From an optimization exercise on the open Yosys and OpenROAD flow, aimed at small area and a short achievable clock period; shortcuts taken in it are not production practice. The RTL was checked by simulation tests, not by an equivalence proof against the original design. Power is estimated from default activity; no workload was simulated.

--- flow/config.mk ---
export PLATFORM = sky130hd
export DESIGN_NAME = lif_neuron_grid
export DESIGN_NICKNAME = lif_neuron_grid
export VERILOG_FILES = /design/flow/design.v
export SDC_FILE = /design/flow/constraint.sdc
export NUM_CORES = 4
export LEC_CHECK = 0
export CAP_MARGIN = 20
export CORE_MARGIN = 2
export CORE_UTILIZATION = 40
export CTS_CLUSTER_DIAMETER = 90
export CTS_CLUSTER_SIZE = 25
export SETUP_SLACK_MARGIN = 2.5
export SLEW_MARGIN = 20
--- flow/run.sh ---
#!/bin/bash
# synth_recipe.tcl (not shown) runs the flow's synth.tcl, then flattens the netlist and writes it again
# the make line also repeats each setting of config.mk as NAME=value (left out here)
make -C /OpenROAD-flow-scripts/flow DESIGN_CONFIG=/design/flow/config.mk WORK_HOME=/design/flow/orfs CLKGATE_MAP_FILE= SYNTH_SCRIPT=/design/flow/synth_recipe.tcl finish
--- flow/design.v ---
module lif_neuron_grid #(
  parameter int WIDTH    = 16,
  parameter int LAYERS   = 6,
  parameter int WEIGHT_W = 4,
  parameter int THR_W    = 6,
  parameter int ACC_W    = 8,
  parameter int REFRAC   = 2
) (
  input  logic             clk,
  input  logic             rst_n,
  input  logic             tick,
  input  logic [WIDTH-1:0] spike_in,
  input  logic             cfg_en,
  input  logic             cfg_data,
  output logic             cfg_out,
  output logic [WIDTH-1:0] spike_out,
  output logic             spike_valid
);
  localparam int CFG_W = 3*WEIGHT_W + THR_W + 2;
  localparam int N     = LAYERS*WIDTH;
  localparam int CHAIN = N*CFG_W;
  logic [CHAIN-1:0] chain_q;
  logic [N-1:0]     r2_q, r1_q;
  logic             spike_valid_q;
  wire step = tick & ~cfg_en;
  always_ff @(posedge clk or negedge rst_n) begin
    if (!rst_n) begin
      chain_q       <= '0;
      spike_valid_q <= 1'b0;
    end else begin
      if (cfg_en) chain_q <= {cfg_data, chain_q[CHAIN-1:1]};
      spike_valid_q <= step;
    end
  end
  function automatic logic [17:0] fa9(input logic [8:0] a, b, c);
    fa9 = {((a & b) | (a & c) | (b & c)), a ^ b ^ c};
  endfunction
  genvar gi, gj;
  generate
    for (gi = 0; gi < LAYERS; gi++) begin : g_layer
      logic [WIDTH-1:0] src;
      if (gi == 0) begin : g_src_in
        assign src = spike_in;
      end else begin : g_src_prev
        assign src = r2_q[(gi-1)*WIDTH +: WIDTH];
      end
      for (gj = 0; gj < WIDTH; gj++) begin : g_col
        localparam int NI = gi*WIDTH + gj;
        logic [CFG_W-1:0] cfg;
        logic signed [3:0] w_l, w_c, w_r;
        logic [5:0] thr;
        logic [1:0] leak;
        logic tap_l, tap_c, tap_r;
        logic signed [7:0] v_q, x, v_sat;
        logic signed [8:0] v_raw;
        logic in_ref, fire, ovf;
        assign cfg  = chain_q[NI*CFG_W +: CFG_W];
        assign w_l  = cfg[3:0];
        assign w_c  = cfg[7:4];
        assign w_r  = cfg[11:8];
        assign thr  = cfg[17:12];
        assign leak = cfg[19:18];
        assign tap_l = (gj == 0)       ? 1'b0 : src[(gj == 0) ? 0 : gj-1];
        assign tap_r = (gj == WIDTH-1) ? 1'b0 : src[(gj == WIDTH-1) ? 0 : gj+1];
        assign tap_c = src[gj];
        logic [8:0] opA, opB, opL, opC, opR, s1, c1, s2, c2, s3, c3;
        logic [3:0] gl, gc, gr;
        logic ge;
        assign gl  = w_l & {4{tap_l}};
        assign gc  = w_c & {4{tap_c}};
        assign gr  = w_r & {4{tap_r}};
        assign x   = v_q >>> leak;
        assign opA = {1'b0, ~v_q[7], v_q[6:0]};
        assign opB = {1'b0, x[7], ~x[6:0]};
        assign opL = {4'b0, ~gl[3], gl};
        assign opC = {1'b0, 3'b111, 1'b0, ~gc[3], gc[2:0]};
        assign opR = {5'b0, ~gr[3], gr[2:0]};
        assign {c1, s1} = fa9(opL, opC, opR);
        assign {c2, s2} = fa9(opA, opB, s1);
        assign {c3, s3} = fa9(s2, {c2[7:0], 1'b1}, {c1[7:0], 1'b0});
        assign v_raw = s3 + {c3[7:0], 1'b0};
        assign ovf   = v_raw[8] ^ v_raw[7];
        assign v_sat = ovf ? {v_raw[8], {7{~v_raw[8]}}} : v_raw[7:0];
        always_comb begin
          ge = 1'b1;
          for (int i = 0; i < 6; i++) ge = (v_raw[i] & ~thr[i]) | ((v_raw[i] | ~thr[i]) & ge);
        end
        assign in_ref = r2_q[NI] | r1_q[NI];
        assign fire   = (thr != 6'd0) && !v_raw[8] && (v_raw[7] | v_raw[6] | ge);
        always_ff @(posedge clk or negedge rst_n) begin
          if (!rst_n) begin
            v_q      <= '0;
            r2_q[NI] <= 1'b0;
            r1_q[NI] <= 1'b0;
          end else if (cfg_en) begin
            v_q      <= '0;
            r2_q[NI] <= 1'b0;
            r1_q[NI] <= 1'b0;
          end else if (tick) begin
            v_q      <= (in_ref || fire) ? 8'sd0 : v_sat;
            r2_q[NI] <= !in_ref && fire;
            r1_q[NI] <= r2_q[NI];
          end
        end
      end
    end
  endgenerate
  assign cfg_out     = chain_q[0];
  assign spike_out   = r2_q[N-1 -: WIDTH];
  assign spike_valid = spike_valid_q;
endmodule
--- flow/constraint.sdc ---
create_clock -name core_clock -period 7.5 [get_ports {clk}]
set_input_delay 1.5000 -clock core_clock [delete_from_list [all_inputs] [get_ports {clk}]]
set_output_delay 1.5000 -clock core_clock [all_outputs]
set_load 0.01 [all_outputs]
==> key figures, run 1 <==
Run status
  – Outcome: no timing/DRC/antenna violations

Power and ir drop
  – Maximum VDD drop: 0.000282 V
  – Power share of the clock group: between 10% and 20%
  – Switching share of power: about 46%
  – NetSw: 40.0 mW
  – Total leakage power: 103 nW
  – Cell Int Power: around 48 mW
  – Pwr Density: 390 nW/um^2
  – Gate power share: 64.3%
  – Part of the power in registers: 23.3%

Yosys
  – Cell count after synthesis: 19200
  – Post-synth net total: 21700
  – Synth Register Bits: between 2000 and 3000
  – Yosys top cell by area: dfrtp_1
  – YS warnings: 1
  – Asr flop ratio synth: 100%
  – Post-Syn Area per Cell: approximately 11 sq um
  – Netlist cell types: 94
  – Number of flops mapped to enable cells by yosys: 0
  – Top FF cell, synth: dfrtp_1
  – Synth top area share: between 30% and 40%
  – Register area share after synthesis: between 30% and 40%
  – Synth top area cells: dfrtp_1 35%, fa_1 12%, mux2_2 10%
  – Post-synthesis cell area: 207000 sq um

Layout
  – Fill cells: 48900
  – Final #Nets: around 22000
  – Area growth syn-to-layout: 8.62%
  – Share of cells above drive strength 1: a little under a fifth
  – Commonest non-fill, non-tap cell in the layout: dfrtp_1
  – Most frequent cells in the layout: 2753 x dfrtp_1, 2574 x inv_1, 1919 x mux2_2
  – Finished Layout Cells: approximately 26000

Die
  – I/O pins: 39
  – Die area: around 520000 sq um
  – Die Y: ~720 um
  – DIE WIDTH: around 720 um
  – Starting Density: between 40% and 50%
  – Core Region: 517000 sq um
  – Site row count: roughly 260

Setup path
  – R2r setup slk: approximately 2.6 ns
  – Element type at the critical path end: flip-flop
  – Critical Path Source Type: primary input
  – Crit path cell chain: buf_2, nand2_1, fa_1, fa_1, inv_1, fa_1, ha_2, fa_1, nand2b_4, a41oi_2, maj3_2, maj3_2, maj3_2, a211oi_4, o31ai_1
  – Critical Setup Path Class: in -> reg
  – CP max stage delay: between 0.5 and 0.6 ns
  – R2R Path Start: r2_q[21]$_DFFE_PN0P_
  – Worst R2R Path Depth: 16
  – Most Frequent Cell on Critical Path: fa_1
  – Reg2reg end: g_layer[2].g_col[6].v_q[1]$_DFFE_PN0P_
  – Worst Path Required: about 8.3 ns
  – CP max stage cell: fa_1
  – Arrival @ worst endpoint: 5.72 ns
  – Max FO, Critical Path: 7

Clocking
  – CTS sink count: around 2900
  – Number of H-tree levels: 4
  – Clock-pin transition on the worst setup and hold timing paths: approximately 0.10 ns
  – Clk root buf: clkbuf_16
  – Hold-fix buffers at CTS: 0
  – Clk buf depth: 4
  – CTS tree: yes
  – Number of buffers created by CTS: ~170
  – Worst-Skew Late Latency: 0.95 ns

Placed design
  – Placed cells: ~26000
  – Final HPWL DP: 308 mm
  – Port bufs: 38
  – GPL Wtd Cong: ~0.83

Timing
  – Least-Margin Pin Slew: 1.14 ns
  – Shortest period the worst path allows: approximately 5 ns
  – Clk_skew: 0.0574 ns
  – Endpoints failing setup: 0
  – Slew Viols, Final: 0
  – Post-route clock period utilization: about two thirds
  – Max-Slew Margin vs Limit: a little under a quarter
  – Sum Neg Setup Slack: 0 ns
  – Final Hold Fails: 0
  – RSZ-0062 raised after global routing: yes
  – Final hold slack: a little under 0.5 ns
  – Fmax: approximately 0.2 GHz

Route
  – Final WL: 433 mm
  – DRT Pass-1 Iters: 6
  – Via density: about 5.3
  – DRT iter0 DRCs: approximately 7600
  – DR WL/cell: approximately 17 um
  – Antenna viol nets, final: 0
  – Via count: 138000
  – # DRC: 0

GRT
  – Largest net degree at the start of global routing: roughly 170
  – Total grt overflow: 0
  – Tot GR Track Use: around 17%
  – Vias in the first global route: between 100k and 150k
  – First-pass GRT wire length: 736 mm
  – Initial antenna violation count: 10

Min path
  – Hold endpoint: chain_q[116]$_DFFE_PN0P_
  – Hold_sp: chain_q[117]$_DFFE_PN0P_
  – Type of the tightest min-delay check: reg -> reg
  – Hold depth: 2

Flow run
  – Max-cap violations: 0
==> stage by stage <==
step | power (mW) | setup WS [ns] | cell area (sq um) | util [%]
finish | 87.9 | 2.59 | 225000 | 43.6
global route | 96.6 | 2.41 | 225000 | 43.6
CTS | 86.7 | 2.49 | 223000 | 43.1
detailed placement | 74.7 | 0.816 | 216000 | 41.8
global placement | 73.9 | 0.863 | 216000 | 41.8
floorplan | 63.7 | 1.92 | 208000 | -
==> cell families (layout without fill, tap and decap cells) <==
kind of cell | count (synthesis) | count (layout) | synth area share (%)
adders and majority gates | 2777 | 2777 | 21.1
buffers and inverters | 3264 | 3229 | 5.91
DFF | 2881 | 2881 | 34.7
muxes | 2513 | 2513 | 16.0
xor gates and xnor gates | 363 | 363 | 1.53
and+or+nand+nor | 3929 | 3929 | 8.86
AOI/OAI and AO/OA | 3504 | 3504 | 11.9
other | 0 | 5 | 0
==> critical path, delay by kind of cell <==
family | cells | cell delay (ns)
buf+inv | 2 | 0.22
fa+ha+maj | 8 | 3.20
simple gates | 2 | 0.22
compound gates | 3 | 0.57
==> cells in the mapped netlist (125+ instances only) <==
cell type / n
dfrtp_1: 2881
inv_1: 2579
mux2_2: 1919
nand2_1: 1706
fa_1: 1290
ha_1: 1194
nor2_1: 806
clkbuf_1: 645
o21ai_0: 579
a21oi_1: 545
mux4_2: 452
and2_1: 342
a22o_1: 316
maj3_1: 269
o31ai_1: 266
o21ai_1: 258
a21o_1: 241
xnor2_1: 238
nor2b_1: 225
nor3_1: 197
nand2b_1: 154
a211oi_1: 148
mux2i_1: 142
a32o_1: 132
xor2_1: 125
==> power by group through the flow <==
stage / combinational (mW) / sequential (mW) / clock, mW
after detailed placement: 53.9 / 20.8 / 0
final: 56.5 / 20.4 / 10.9
after global placement: 53.1 / 20.8 / 0
after floorplan: 44.3 / 19.4 / 0
after global routing: 63.8 / 20.9 / 12.0
after CTS: 54.7 / 20.5 / 11.5
==> per-layer routing <==
metal	wire, um	global-route usage, %	up-vias
met3	11400	1.44	346
li1	-	-	66300
met5	12	0	-
met4	6240	2.49	2
met1	212000	24.0	70000
met2	204000	27.5	1259
==> registers in the layout, indices dropped and copies added, names as in the netlist <==
signal and cells:
spike_valid_q 1, g_layer.g_col.v_q 768, chain_q 1920, r1_q 96
r2_q 96
==> timing repair <==
| action | 4_1_cts | 5_1_grt |
|---|---|---|
| endpoints found under the hold margin | 0 | 0 |
| cloned | 0 | 1 |
| buffers inserted | 92 | 147 |
| setup endpoints to repair | 633 | 662 |
| pin swaps | 24 | 125 |
| gates resized for setup | 218 | 348 |
==> cell type report <==
type                       count  area, sq um  area share, %
timing repair buffer         371         3720           1.65
antenna                        5         12.5        0.00555
multi-input combinational  13100       125000           55.6
clock buffer                 183         4350           1.93
inverter                    2581         9700           4.31
sequential                  2881        72400           32.1
tap                         6916         8650           3.84
clock inverter                94         1330          0.591
==> worst max-delay path by stage <==
stage	startpoint	end	cells past startpoint
floorplan	spike_in[12]	g_layer[0].g_col[13].v_q[5]$_DFFE_PN0P_	15
global placement	spike_in[13]	g_layer[0].g_col[13].v_q[5]$_DFFE_PN0P_	15
detailed placement	spike_in[13]	g_layer[0].g_col[13].v_q[5]$_DFFE_PN0P_	15
CTS	r2_q[25]$_DFFE_PN0P_	g_layer[2].g_col[10].v_q[1]$_DFFE_PN0P_	15
global route	r2_q[42]$_DFFE_PN0P_	g_layer[3].g_col[11].v_q[5]$_DFFE_PN0P_	16
finish	spike_in[14]	g_layer[0].g_col[13].v_q[5]$_DFFE_PN0P_	15
==> run 2, diff against run 1 <==
--- a/flow/config.mk
+++ b/flow/config.mk
@@ -7,8 +7,10 @@
 export LEC_CHECK = 0
 export CAP_MARGIN = 20
 export CORE_MARGIN = 2
-export CORE_UTILIZATION = 40
+export CORE_UTILIZATION = 60
 export CTS_CLUSTER_DIAMETER = 90
 export CTS_CLUSTER_SIZE = 25
+export GPL_ROUTABILITY_DRIVEN = 0
+export PLACE_DENSITY = 0.85
 export SETUP_SLACK_MARGIN = 2.5
 export SLEW_MARGIN = 20
==> run 2 against run 1 <==
Net effect:
- wire length is 1.4% lower
- clock power is 11% lower
- cell count is 9.4% lower
- clock-buffer cell count is 9 lower
- clock skew is 0.012 ns lower
- sequential share of layout area is 0.58 points higher
- largest power group unchanged
==> key figures, run 2 <==
Placed design
  – Area of placed instances: 213000 sq um (-1.4%)
  – Final HPWL DP: 303 mm (-1.5%)
  – Port bufs: 38 (unchanged)

Die
  – Die Y: 592 um (-18%)
  – Starting Density: 60.4% (+20 points)
  – Core Region: 344000 sq um (-34%)
  – I/O pins: 39 (unchanged)
  – DIE WIDTH: 592 um (-18%)
  – Site row count: 215 (-19%)
  – Die area: 351000 sq um (-33%)

Layout
  – Largest reg by FF count: chain_q
  – Commonest non-fill, non-tap cell in the layout: dfrtp_1
  – Share of cells above drive strength 1: 18.5% (-0.21 points)
  – Max reg flops: 1920 (unchanged)
  – Top flop regs: chain_q x1920, g_layer.g_col.v_q x768
  – Most frequent cells in the layout: 2756 x dfrtp_1, 2572 x inv_1, 1919 x mux2_2
  – Final #Nets: 21600 (-0.19%)
  – Area growth syn-to-layout: 6.66%
  – Final instance area: 221000 sq um (-1.8%)

Min path
  – Hold_sp: r1_q[25]$_DFFE_PN0P_
  – Hold depth: 1 (-1)
  – Type of the tightest min-delay check: reg -> reg
  – Hold endpoint: r2_q[25]$_DFFE_PN0P_

Yosys
  – Yosys top cell by area: dfrtp_1
  – Number of flops mapped to enable cells by yosys: 0 (unchanged)
  – Netlist cell types: 94 (unchanged)
  – Post-Syn Area per Cell: 10.8 sq um (unchanged)
  – Synth top area share: 34.7% (unchanged)
  – Cell count after synthesis: 19200 (unchanged)
  – Post-synthesis cell area: 207000 sq um (unchanged)
  – Asr flop ratio synth: 100% (unchanged)
  – Commonest cells post-synth: 2881 x dfrtp_1, 2579 x inv_1, 1919 x mux2_2
  – Post-synth net total: 21700 (unchanged)
  – Synth top area cells: dfrtp_1 35%, fa_1 12%, mux2_2 10%
  – Top FF cell, synth: dfrtp_1
  – Register area share after synthesis: 34.7% (unchanged)
  – YS warnings: 1 (unchanged)
  – Synth Register Bits: 2881 (unchanged)
  – Most common cell in the synthesized netlist: dfrtp_1

Clocking
  – Clock-pin transition on the worst setup and hold timing paths: 0.10 ns (about the same)
  – Worst-Skew Late Latency: 0.91 ns (-0.04 ns)
  – CTS tree: yes
  – Number of H-tree levels: 4 (unchanged)
  – CTS sink count: 2881 (unchanged)
  – Hold-fix buffers at CTS: 0 (unchanged)
  – Number of buffers created by CTS: 150 (-9.6%)
  – Clk root buf: clkbuf_16
  – Clk buf depth: 4 (unchanged)

GRT
  – Initial antenna violation count: 8 (-2)
  – Total grt overflow: 0 (unchanged)
  – Vias in the first global route: 146000 (+3.6%)
  – First-pass GRT wire length: 726 mm (-1.3%)
  – Largest net degree at the start of global routing: 191 (+12%)
  – Tot GR Track Use: 24.5% (+8.0 points)

Timing
  – Shortest period the worst path allows: 5.00 ns (+0.0939 ns)
  – Clk_skew: 0.0456 ns (-0.0119 ns)
  – Least-Margin Pin Slew: 1.06 ns (-0.0887 ns)
  – Sum Neg Setup Slack: 0 ns (unchanged)
  – Max-Slew Margin vs Limit: 29.6% (+5.9 points)
  – Post-route clock period utilization: 66.7% (+1.3 points)
  – RSZ-0062 raised after global routing: yes
  – Endpoints failing setup: 0 (unchanged)
  – Slew Viols, Final: 0 (unchanged)
  – Final Hold Fails: 0 (unchanged)
  – Fmax: 0.200 GHz (-1.9%)

Power and ir drop
  – Maximum VDD drop: 0.000527 V (+87%)
  – Total leakage power: 102 nW (-0.59%)
  – Total Power: 87.7 mW (-0.26%)
  – Pwr Density: 396 nW/um^2 (+1.6%)

Setup path
  – CP max stage cell: fa_1
  – Arrival @ worst endpoint: 5.75 ns (+0.03 ns)
  – Reg2reg end: g_layer[2].g_col[5].v_q[2]$_DFFE_PN0P_
  – CP bufs+invs: 3 (+1)
  – R2r setup slk: 2.50 ns (-0.10 ns)
  – Element type at the critical path end: flip-flop
  – Top Family by Delay on Critical Path: adder cells
  – R2R Path Start: r2_q[20]$_DFFE_PN0P_
  – Worst R2R Path Depth: 16 (unchanged)
  – Worst Path Required: 8.25 ns (-0.07 ns)
  – Critical Path Start: r2_q[20]$_DFFE_PN0P_
  – Most Frequent Cell on Critical Path: fa_1
  – Critical Setup Path Class: reg -> reg
  – Max FO, Critical Path: 7 (unchanged)
  – Crit path cell chain: buf_6, nand2_2, fa_1, fa_1, inv_1, fa_1, ha_2, fa_1, nand2b_4, a41oi_2, maj3_1, maj3_2, maj3_2, a211oi_4, buf_6, o31ai_1
  – Critical Path Source Type: flip-flop
  – CP max stage delay: 0.55 ns (about the same)

Flow run
  – Max-cap violations: 0 (unchanged)

Route
  – DRT Pass-1 Iters: 6 (unchanged)
  – Via count: 142000 (+3.2%)
  – Final WL: 427 mm (-1.4%)
  – Antenna viol nets, final: 0 (unchanged)
  – Via density: 6.01 (+14%)
  – DRT iter0 DRCs: 9928 (+30%)
  – # DRC: 0 (unchanged)
  – DR WL/cell: 18.1 um (+8.8%)

Run status
  – Outcome: no timing/DRC/antenna violations
-- run 2: cell counts after synthesis --
No cell type changed its count.
-- run 2: where the power goes --
part           total, mW  switching (mW)  internal, mW  leakage (nW)
Clock               9.73            5.43          4.29          2.31
Sequential          20.4            2.67          17.8          39.5
Combinational       57.5            32.1          25.3          60.2
-- run 2: kinds of logic (layout without fill, tap and decap cells) --
logic type	after synthesis	after routing	synth area share [%]
flops	2881	2881	34.7
fa+ha+maj	2777	2777	21.1
simple gates	3929	3929	8.86
mux	2513	2513	16.0
compound gates	3504	3504	11.9
other cells	0	2	0
buf+inv	3264	3149	5.91
xor+xnor	363	363	1.53
-- run 2: area by class of cell --
cell class	instances	area, sq um
inverters	2581	9700
fillers	25200	122000
diodes	2	5.00
multi-input cells	13100	125000
repair buffers	347	3450
flip-flops and latches	2881	72400
clock buffers	174	4060
well taps	4557	5700
clock inverters	47	674
-- run 2: worst max-delay path by stage --
| stage | endpoint | slack (ns) | cells after the start |
|---|---|---|---|
| 6_report | g_layer[2].g_col[5].v_q[2]$_DFFE_PN0P_ | 2.50 | 16 |
| 3_5_place_dp | r2_q[13]$_DFFE_PN0P_ | 0.91 | 15 |
| 2_1_floorplan | g_layer[0].g_col[13].v_q[5]$_DFFE_PN0P_ | 1.92 | 15 |
| 3_3_place_gp | g_layer[0].g_col[13].v_q[5]$_DFFE_PN0P_ | 1.01 | 15 |
| 4_1_cts | g_layer[2].g_col[10].v_q[5]$_DFFE_PN0P_ | 2.44 | 16 |
| 5_1_grt | g_layer[2].g_col[5].v_q[2]$_DFFE_PN0P_ | 2.35 | 16 |
-- run 2: routing by layer --
layer | global-route usage [%] | vias up | wire, um
met5 | 0 | - | 90
li1 | - | 66200 | -
met2 | 41.7 | 2926 | 212000
met4 | 5.86 | 10 | 9610
met1 | 34.0 | 72500 | 187000
met3 | 2.55 | 631 | 18100
-- run 2: through the flow --
step / instances / util, % / worst slack, ns / hold slack (ns)
floorplan: 19200 / - / 1.92 / 0.450
global placement: 23200 / 61.9 / 1.01 / 0.463
detailed placement: 23200 / 61.9 / 0.912 / 0.483
CTS: 23500 / 63.6 / 2.44 / 0.487
global route: 23700 / 64.4 / 2.35 / 0.517
finish: 23700 / 64.4 / 2.50 / 0.489
-- run 2: worst register-to-register path: stages, from the launching register on --
cell      delay [ns]
dfrtp_4         0.53
buf_6           0.14
nand2_2         0.05
fa_1            0.50
fa_1            0.52
inv_1           0.05
fa_1            0.49
ha_2            0.21
fa_1            0.55
nand2b_4        0.14
a41oi_2         0.09
maj3_1          0.38
maj3_2          0.33
maj3_2          0.34
a211oi_4        0.28
buf_6           0.17
o31ai_1         0.09
-- run 2: what timing repair did --
action / 4_1_cts / 5_1_grt
setup endpoints to repair: 564 / 645
buffers inserted: 91 / 128
pin swaps: 26 / 155
gates resized for setup: 222 / 400
==> run 3, diff against run 2 <==
--- a/flow/config.mk
+++ b/flow/config.mk
@@ -7,10 +7,9 @@
 export LEC_CHECK = 0
 export CAP_MARGIN = 20
 export CORE_MARGIN = 2
-export CORE_UTILIZATION = 60
+export CORE_UTILIZATION = 55
 export CTS_CLUSTER_DIAMETER = 90
 export CTS_CLUSTER_SIZE = 25
-export GPL_ROUTABILITY_DRIVEN = 0
-export PLACE_DENSITY = 0.85
+export PLACE_DENSITY = 0.75
 export SETUP_SLACK_MARGIN = 2.5
 export SLEW_MARGIN = 20
==> run 3 against run 2 <==
Net effect:
- critical path type unchanged
- via count shrank 1.9%
- critical path depth unchanged
- fmax grew 0.80%
- sequential share of layout area fell by 0.13 points
- still clean on timing, DRC and antenna
- area after synthesis unchanged
==> key figures, run 3 <==
Layout
  – Final core occ: 59.1% (-5.3 points)
  – Area taken by flip-flops and latches: 72300 sq um (about the same)
  – Area used by multi-input combinational logic: 125000 sq um (-0.17%)
  – Fill cells: 30800 (+22%)
  – Largest reg by FF count: chain_q
  – Max reg flops: 1920 (unchanged)
  – Top flop regs: chain_q x1920, g_layer.g_col.v_q x768
  – Share of cells above drive strength 1: 18.4% (-0.085 points)
  – Commonest non-fill, non-tap cell in the layout: dfrtp_1
  – Most frequent cells in the layout: 2760 x dfrtp_1, 2573 x inv_1, 1919 x mux2_2
  – Final #Nets: 21600 (+0.13%)
  – Area growth syn-to-layout: 7.05%

Min path
  – Type of the tightest min-delay check: reg -> reg
  – Hold_sp: r1_q[73]$_DFFE_PN0P_
  – Hold endpoint: r2_q[73]$_DFFE_PN0P_
  – Hold depth: 1 (unchanged)

Run status
  – Outcome: no timing/DRC/antenna violations

Clocking
  – Number of buffers created by CTS: 156 (+4.0%)
  – Worst-Skew Late Latency: 0.93 ns (+0.02 ns)
  – CTS tree: yes
  – Number of H-tree levels: 4 (unchanged)
  – Clk root buf: clkbuf_16
  – Clock-pin transition on the worst setup and hold timing paths: 0.10 ns (about the same)
  – Clk buf depth: 4 (unchanged)
  – CTS sink count: 2881 (unchanged)
  – Hold-fix buffers at CTS: 0 (unchanged)

Setup path
  – CP max stage cell: fa_1
  – Max FO, Critical Path: 7 (unchanged)
  – Critical Path Source Type: flip-flop
  – R2R Path Start: r2_q[24]$_DFFE_PN0P_
  – Critical Setup Path Class: reg -> reg
  – Arrival @ worst endpoint: 5.74 ns (about the same)
  – Worst Path Required: 8.28 ns (+0.03 ns)
  – R2r setup slk: 2.54 ns (+0.04 ns)
  – Most Frequent Cell on Critical Path: fa_1
  – Crit path cell chain: buf_4, nand2_1, fa_1, fa_1, inv_1, fa_1, ha_1, fa_1, nand2b_1, a41oi_1, maj3_1, maj3_1, maj3_2, a211oi_4, buf_4, o31ai_1
  – Element type at the critical path end: flip-flop
  – Worst R2R Path Depth: 16 (unchanged)
  – CP max stage delay: 0.59 ns (+0.04 ns)
  – Reg2reg end: g_layer[2].g_col[9].v_q[2]$_DFFE_PN0P_

Route
  – DRT iter0 DRCs: 8514 (-14%)
  – DRT Pass-1 Iters: 6 (unchanged)
  – Antenna viol nets, final: 0 (unchanged)
  – # DRC: 0 (unchanged)
  – Final WL: 418 mm (-2.2%)
  – Via count: 140000 (-1.9%)
  – DR WL/cell: 17.3 um (-4.2%)
  – Via density: 5.78 (-3.8%)

Placed design
  – Port bufs: 38 (unchanged)
  – GPL Wtd Cong: around 0.86
  – Final HPWL DP: 300 mm (-1.1%)

Timing
  – Post-route clock period utilization: 66.1% (-0.53 points)
  – Shortest period the worst path allows: 4.96 ns (-0.0395 ns)
  – Least-Margin Pin Slew: 1.02 ns (-0.0357 ns)
  – Endpoints failing setup: 0 (unchanged)
  – Final Hold Fails: 0 (unchanged)
  – Slew Viols, Final: 0 (unchanged)
  – Max-Slew Margin vs Limit: 32.0% (+2.4 points)
  – RSZ-0062 raised after global routing: yes
  – Fmax: 0.202 GHz (+0.80%)
  – Sum Neg Setup Slack: 0 ns (unchanged)
  – Clk_skew: 0.0425 ns (-0.00313 ns)

Yosys
  – Post-Syn Area per Cell: 10.8 sq um (unchanged)
  – Commonest cells post-synth: 2881 x dfrtp_1, 2579 x inv_1, 1919 x mux2_2
  – Top FF cell, synth: dfrtp_1
  – YS warnings: 1 (unchanged)
  – Number of flops mapped to enable cells by yosys: 0 (unchanged)
  – Post-synthesis cell area: 207000 sq um (unchanged)
  – Post-synth net total: 21700 (unchanged)
  – Synth Register Bits: 2881 (unchanged)
  – Asr flop ratio synth: 100% (unchanged)
  – Register area share after synthesis: 34.7% (unchanged)
  – Cell count after synthesis: 19200 (unchanged)
  – Synth top area cells: dfrtp_1 35%, fa_1 12%, mux2_2 10%
  – Synth top area share: 34.7% (unchanged)
  – Netlist cell types: 94 (unchanged)
  – Yosys top cell by area: dfrtp_1
  – Most common cell in the synthesized netlist: dfrtp_1

Power and ir drop
  – Total leakage power: 102 nW (+0.24%)
  – Pwr Density: 391 nW/um^2 (-1.2%)
  – Maximum VDD drop: 0.000427 V (-19%)

Die
  – DIE WIDTH: 618 um (+4.4%)
  – Starting Density: 55.2% (-5.2 points)
  – Die area: 382000 sq um (+9.0%)
  – Die Y: 618 um (+4.4%)
  – Site row count: 225 (+4.7%)
  – Core Region: 376000 sq um (+9.3%)
  – I/O pins: 39 (unchanged)

GRT
  – Vias in the first global route: 142000 (-3.1%)
  – Tot GR Track Use: 21.9% (-2.6 points)
  – Total grt overflow: 0 (unchanged)
  – First-pass GRT wire length: 711 mm (-2.0%)
  – Largest net degree at the start of global routing: 176 (-7.9%)
  – Initial antenna violation count: 11 (+3)

Flow run
  – Max-cap violations: 0 (unchanged)
-- run 3: where the power goes --
group	internal, mW	total [mW]	switching, mW
registers	17.8	20.4	2.59
logic	25.2	56.6	31.3
clock network	4.40	10.0	5.63
total	47.4	86.9	39.5
-- run 3: repair_timing --
item	in CTS	in global routing
setup buffers	91	143
gates resized for setup	207	321
setup endpoints to repair	579	624
pin swaps	20	128
-- run 3: metrics by stage --
step / power [mW] / std cells / setup WS (ns) / hold slack [ns] / cell area [sq um]
floorplan: 63.7 / 19200 / 1.92 / 0.450 / 208000
global placement: 73.0 / 23700 / 0.988 / 0.474 / 213000
detailed placement: 74.4 / 23700 / 0.912 / 0.480 / 213000
CTS: 85.3 / 24000 / 2.50 / 0.489 / 220000
global route: 95.2 / 24200 / 2.38 / 0.509 / 222000
finish: 86.9 / 24200 / 2.54 / 0.493 / 222000
-- run 3: worst max-delay path by stage --
stage,to,from,slack [ns]
after global routing,g_layer[2].g_col[9].v_q[2]$_DFFE_PN0P_,r2_q[24]$_DFFE_PN0P_,2.38
after detailed placement,g_layer[0].g_col[10].v_q[0]$_DFFE_PN0P_,spike_in[11],0.91
final,g_layer[2].g_col[9].v_q[2]$_DFFE_PN0P_,r2_q[24]$_DFFE_PN0P_,2.54
after global placement,g_layer[0].g_col[13].v_q[5]$_DFFE_PN0P_,spike_in[13],0.99
after floorplan,g_layer[0].g_col[13].v_q[5]$_DFFE_PN0P_,spike_in[12],1.92
after CTS,g_layer[1].g_col[5].v_q[5]$_DFFE_PN0P_,r2_q[4]$_DFFE_PN0P_,2.50
-- run 3: critical path, delay by kind of cell (launching register included) --
| kind | cells | cell delay (ns) |
|---|---|---|
| AO/OA/AOI/OAI | 3 | 0.38 |
| buffers and inverters | 3 | 0.42 |
| AND/OR/NAND/NOR | 2 | 0.20 |
| adder cells (fa/ha/maj) | 8 | 3.36 |
| flip-flops | 1 | 0.49 |
-- run 3: cell families (layout without fill, tap and decap cells) --
kind of cell | count (synthesis) | in the layout | share of synthesized area, %
multiplexers | 2513 | 2513 | 16.0
other | 0 | 1 | 0
buffers and inverters | 3264 | 3194 | 5.91
XOR/XNOR | 363 | 363 | 1.53
AO/OA/AOI/OAI | 3504 | 3504 | 11.9
adder cells (fa/ha/maj) | 2777 | 2777 | 21.1
flip-flops | 2881 | 2881 | 34.7
AND/OR/NAND/NOR | 3929 | 3929 | 8.86
-- run 3: metal layers --
| layer | part of all wire, % | GRT usage, % |
|---|---|---|
| met3 | 3.3 | 1.99 |
| met5 | 0.0055 | 0 |
| met2 | 48 | 36.8 |
| met1 | 47 | 31.4 |
| met4 | 1.6 | 3.84 |
-- run 3: final cells by class --
class	instances	area share (%)
Sequential cell	2881	32.6
Multi-Input combinational cell	13100	56.3
Clock inverter	70	0.420
Clock buffer	174	1.86
Tap cell	4994	2.81
Timing Repair Buffer	369	1.63
Antenna cell	1	0.00113
Inverter	2581	4.37

==> separate check: timing with driven ports <==
The results above use ideal ports. As a check the final layouts listed here were re-extracted and re-timed, cells and wires unchanged. Step 1, drivers: a clkbuf_16 drives clk and a buf_2 each remaining input, both assumed. Step 2 moves the port delays by t, midway between the first and last clock arrival at a register: inputs arrive t later, outputs are due t later. That takes back most of the time a late clock gives input paths. a / b / c = ideal / step 1 / step 2; a / b = the first two.
run | t, ns | setup slack, ns | worst hold slack (ns) | worst register clock-pin slew, ns | worst slew at a driven data input, ns
run 1 | 1.019 | 2.594 / 2.597 / 1.628 | 0.485 / 0.485 / 0.485 | 0.11 / 0.11 | 0.12
run 2 | 0.988 | 2.500 / 2.500 / 1.658 | 0.489 / 0.489 / 0.489 | 0.11 / 0.11 | 0.12
run 3 | 1.010 | 2.539 / 2.539 / 1.687 | 0.493 / 0.493 / 0.493 | 0.11 / 0.11 | 0.10
After both steps every run listed still meets setup and hold. For run 1, which loses most, drivers alone change the setup slack by +0.003 ns; drivers and shift together by -0.966 ns.
